Background: an optimization exercise with open tools, aiming at small area, a short achievable clock period and few clock cycles per item. Do not read the settings as production practice.
Only simulation tests tie the RTL to the original design; equivalence was not proved.

==> flow/design.v (excerpt) <==
module lms_two_input_neuron_trainer
(
  input  logic         clk,
  input  logic         rst,
  input  logic         sample_valid,
  output logic         sample_ready,
  input  logic [49:0]  sample,
  output logic         result_valid,
  input  logic         result_ready,
  output logic [104:0] result,
  input  logic         cfg_write,
  input  logic [1:0]   cfg_index,
  input  logic [23:0]  cfg_data
);
  function automatic [23:0] benc(input logic [15:0] y);
    logic [16:0] yy;
    logic [7:0]  one, two, ng;
    yy = {y, 1'b0};
    for (int i = 0; i < 8; i++) begin
      one[i] = yy[2*i+1] ^ yy[2*i];
      two[i] = (yy[2*i+2] & ~yy[2*i+1] & ~yy[2*i]) | (~yy[2*i+2] & yy[2*i+1] & yy[2*i]);
      ng[i]  = yy[2*i+2];
    end
    benc = {ng, two, one};
  endfunction
  function automatic [16:0] clip16(input logic [25:0] v);
    if (!v[25] && (v[24:15] != 10'h000))      clip16 = {16'h7fff, 1'b1};
    else if (v[25] && (v[24:15] != 10'h3ff))  clip16 = {16'h8000, 1'b1};
    else                                      clip16 = {v[15:0], 1'b0};
  endfunction
  ...
Size: about 4500 cells after synthesis, about 350 flip-flops, about 190 I/O pins, roughly 34000 um^2 of cells after synthesis.
clock: 7.5 ns
lec_check: 0
abc_area: 1
cap_margin: 20
core_margin: 2
core_utilization: 40
slew_margin: 20
run.sh (not shown) runs the stock make flow with config.mk's settings and CLKGATE_MAP_FILE= SYNTH_SCRIPT=/design/flow/synth_recipe.tcl, a recipe that flattens the netlist after the stock synthesis.
Testbench counts at the start, summed over its fixed seeds: cycles 13,626, items 3,200.
Next try:
--- a/flow/config.mk
+++ b/flow/config.mk
@@ -7,6 +7,6 @@
 export LEC_CHECK = 0
 export ABC_AREA = 1
-export CAP_MARGIN = 20
+export CAP_MARGIN = 5
 export CORE_MARGIN = 2
-export CORE_UTILIZATION = 40
-export SLEW_MARGIN = 20
+export CORE_UTILIZATION = 60
+export SLEW_MARGIN = 5
Outcome: The changed run went through all stages and came out clean; count of clock-buffer cells in the layout is unchanged; cell count came out lower by a little under a tenth; clock skew is higher by 19 ps.
Next try:
--- a/flow/config.mk
+++ b/flow/config.mk
@@ -10,3 +10,4 @@
 export CORE_MARGIN = 2
 export CORE_UTILIZATION = 60
+export SETUP_SLACK_MARGIN = 0.4
 export SLEW_MARGIN = 5
What happened: Core utilization rose by 2.4 points; clock-buffer cell count does not change; setup slack gets better by 300 ps; via count goes up slightly; register-to-register slack gets better by 300 ps.

== exp/ember ==
lms_two_input_neuron_trainer, a different RTL version from the one above (not shown whole).
Size: ~350 flip-flops, ~34000 sq um of cells after synthesis.
## lms_two_input_neuron_trainer
module lms_two_input_neuron_trainer
(
  input  logic         clk,
  input  logic         rst,
  input  logic         sample_valid,
  output logic         sample_ready,
  input  logic [49:0]  sample,
  output logic         result_valid,
  input  logic         result_ready,
  output logic [104:0] result,
  input  logic         cfg_write,
  input  logic [1:0]   cfg_index,
  input  logic [23:0]  cfg_data
);
  function automatic [23:0] benc(input logic [15:0] y);
    logic [16:0] yy;
    logic [7:0]  one, two, ng;
    yy = {y, 1'b0};
    for (int i = 0; i < 8; i++) begin
      one[i] = yy[2*i+1] ^ yy[2*i];
      two[i] = (yy[2*i+2] & ~yy[2*i+1] & ~yy[2*i]) | (~yy[2*i+2] & yy[2*i+1] & yy[2*i]);
      ng[i]  = yy[2*i+2];
    end
    benc = {ng, two, one};
  endfunction
  function automatic [16:0] clip16(input logic [25:0] v);
    if (!v[25] && (v[24:15] != 10'h000))      clip16 = {16'h7fff, 1'b1};
    else if (v[25] && (v[24:15] != 10'h3ff))  clip16 = {16'h8000, 1'b1};
    else                                      clip16 = {v[15:0], 1'b0};
  endfunction
  function automatic [24:0] clip24(input logic [32:0] v);
    if (!v[32] && (v[31:23] != 9'h000))       clip24 = {24'h7fffff, 1'b1};
    else if (v[32] && (v[31:23] != 9'h1ff))   clip24 = {24'h800000, 1'b1};
    else                                      clip24 = {v[23:0], 1'b0};
  endfunction
  logic [1:0]  op;
  assign op = sample[49:48];
  logic e, p1, p2, p3, p4, p5, r1;
  logic [15:0] rate;
  logic [23:0] init_w1, init_w2, init_b;
  logic [23:0] w1, w2, b;
  logic [15:0] x1, x2;
  logic [15:0] tgt;
  logic        trn_q;
  logic [23:0] code_r;
  logic [31:0] m_r;
  logic [40:0] a_r;
  ...
Settings: LEC_CHECK=0, CAP_MARGIN=20, CORE_MARGIN=2, CORE_UTILIZATION=40, SLEW_MARGIN=20; clock period 7.5 ns.
Testbench counts of exp/ember, summed over its fixed seeds: cycles 13,626, items 3,200.
### exp/ember -> exp/cedar
- ABC_AREA now 1, previously not set
- CAP_MARGIN now 5, was 20
- SETUP_SLACK_MARGIN now 0.6, previously not set
- CORE_UTILIZATION now 60, was 40
- SLEW_MARGIN now 5, was 20
Notes after the runs:
exp/cedar completed end to end with timing, DRC and antenna clean.
On tightest hold margin, exp/ember tracks exp/cedar almost exactly.
Comparing exp/cedar and exp/ember, the lower post-synthesis simple-gate area fraction was measured on exp/ember.
Compared with exp/ember, exp/cedar shows a higher number of antenna violations at the first check in global routing.
[inputs] exp/umber vs exp/cedar
- ABC_AREA removed (was 1)
- SETUP_SLACK_MARGIN removed (was 0.6)
## What came out
From the logs: exp/umber reached the end of the flow and failed the layout checks with negative setup slack. From exp/cedar to exp/umber the numbers moved as follows: routability congestion estimate from global placement +about 4%; compound-cell area share of the yosys netlist increased 2.8 points. Going from exp/cedar to exp/umber, worst path buffer plus inverter count grows by 2.

Starting RTL as in the previous note.
==> flow/config.mk <==
export PLATFORM = sky130hd
export DESIGN_NAME = lms_two_input_neuron_trainer
export DESIGN_NICKNAME = lms_two_input_neuron_trainer
export VERILOG_FILES = /design/flow/design.v
export SDC_FILE = /design/flow/constraint.sdc
export NUM_CORES = 4
export LEC_CHECK = 0
export ABC_AREA = 1
export CAP_MARGIN = 5
export CORE_MARGIN = 2
export CORE_UTILIZATION = 60
export PLACE_DENSITY = 0.66
export SETUP_SLACK_MARGIN = 0.5
export SLEW_MARGIN = 5
==> flow/constraint.sdc <==
create_clock -name core_clock -period 7.5 [get_ports {clk}]
set_input_delay 1.5000 -clock core_clock [delete_from_list [all_inputs] [get_ports {clk}]]
set_output_delay 1.5000 -clock core_clock [all_outputs]
set_load 0.01 [all_outputs]
Testbench counts at the start, summed over its fixed seeds: cycles 13,626, items 3,200.
==> next run, changes <==
Settings changed: CORE_UTILIZATION 60 to 50, PLACE_DENSITY 0.66 to default, SETUP_SLACK_MARGIN 0.5 to 0.4.
Result:
- The new run ran to the end with no violations
- wire length climbs by 5.6%
- core utilization decreases by 11 points
- design area climbs by 2.5%
- worst setup slack gains 6.0 ps
- fmax barely changes
==> next run, changes <==
Settings changed: CORE_UTILIZATION 50 to 60, SETUP_SLACK_MARGIN 0.4 to 0.5.
The changed run produced a clean layout.
Utilization rose by 11 points.
Global-route usage rose by 5.2 points.
Flip-flop and latch count stays the same.
Count of clock-buffer cells in the layout fell by 2.

## job 6594
lms_two_input_neuron_trainer again, from the RTL that the note above started with.
clock: 7.5 ns
lec_check: 0
abc_area: 1
cap_margin: 5
core_margin: 2
core_utilization: 55
setup_slack_margin: 0.7
slew_margin: 5
Testbench counts of job 6594, summed over its fixed seeds: cycles 13,626, items 3,200.
### job 6594 -> job 4074
- changing CORE_UTILIZATION from 55 to 60
- removing SETUP_SLACK_MARGIN (formerly 0.7)
- Diff job 6594 -> job 4074: hold slack went down 4.2 ps, number of antenna violations at the first check in global routing increased 4.
- Looking at cell with the largest stage delay on the worst path, the sky130_fd_sc_hd__fa_1 result is from job 6594; the sky130_fd_sc_hd__fa_2 one comes from job 4074.
- Number of clock buffer instances in the layout was higher in job 6594 than in job 4074.
For job 991, these inputs were changed with respect to job 4074:
- setting SETUP_SLACK_MARGIN to 1.0 for the first time
### Flow results
- Routability congestion estimate from global placement, job 4074 and job 991, lower one = job 4074.
- Compared with job 4074, job 991 shows fraction of area in registers lower by 2.0 points.
- Critical path launch point: code_r[11] -> job 991, m_r[25] -> job 4074
- After synthesis and placement, the instance count of job 991 is above that of job 4074.
- Via count (lower): job 4074
- Post-layout worst setup margin in job 991 is 150 ps higher than in job 4074
The following lists how job 8799 was set up differently from job 991:
- SETUP_SLACK_MARGIN changed from 1.0 to 0.4
--- outcome ---
- Compared with job 991, job 8799 shows a routed wire length that is 7.3% lower.
- Job 991 → job 8799: remaining global-route overflow held, critical path depth went down about 40%, first-pass GRT wire length went down about 2.4%.

-- static timing again, ports no longer ideal --
In the flow no input, the clock included, has a driving cell. The finished layouts below were timed again as built, in two steps. Step 1 assumes that a clkbuf_16 drives the clock port and a buf_2 every other input. Step 2 moves the port delays by t, midway between the first and last clock arrival at a register: inputs arrive t later, outputs are due t later. That takes back most of the time a late clock gives input paths. a / b / c = ideal / step 1 / step 2; a / b = the first two.
run	shift t [ns]	slack for setup (ns)	worst hold slack (ns)	pins driven straight from the clock port
the first run of note 1	0.641	0.228 / 0.228 / 0.228	0.469 / 0.469 / 0.469	1
the second run of note 1	0.641	0.121 / 0.121 / 0.121	0.474 / 0.474 / 0.474	1
the third run of note 1	0.645	0.421 / 0.421 / 0.421	0.473 / 0.473 / 0.473	1
exp/ember	0.647	0.132 / 0.132 / 0.132	0.454 / 0.454 / 0.454	1
exp/cedar	0.651	0.596 / 0.596 / 0.596	0.455 / 0.455 / 0.455	1
exp/umber	0.653	-0.040 / -0.040 / -0.040	0.457 / 0.457 / 0.457	1
the first run of note 3	0.655	0.604 / 0.604 / 0.604	0.455 / 0.455 / 0.455	1
the second run of note 3	0.649	0.610 / 0.610 / 0.610	0.455 / 0.455 / 0.455	1
the third run of note 3	0.655	0.604 / 0.604 / 0.604	0.455 / 0.455 / 0.455	1
job 6594	0.637	0.584 / 0.584 / 0.584	0.458 / 0.458 / 0.458	1
job 4074	0.651	0.228 / 0.228 / 0.228	0.454 / 0.454 / 0.454	1
job 991	0.639	0.378 / 0.378 / 0.378	0.458 / 0.458 / 0.458	1
job 8799	0.656	0.485 / 0.485 / 0.485	0.455 / 0.455 / 0.455	1
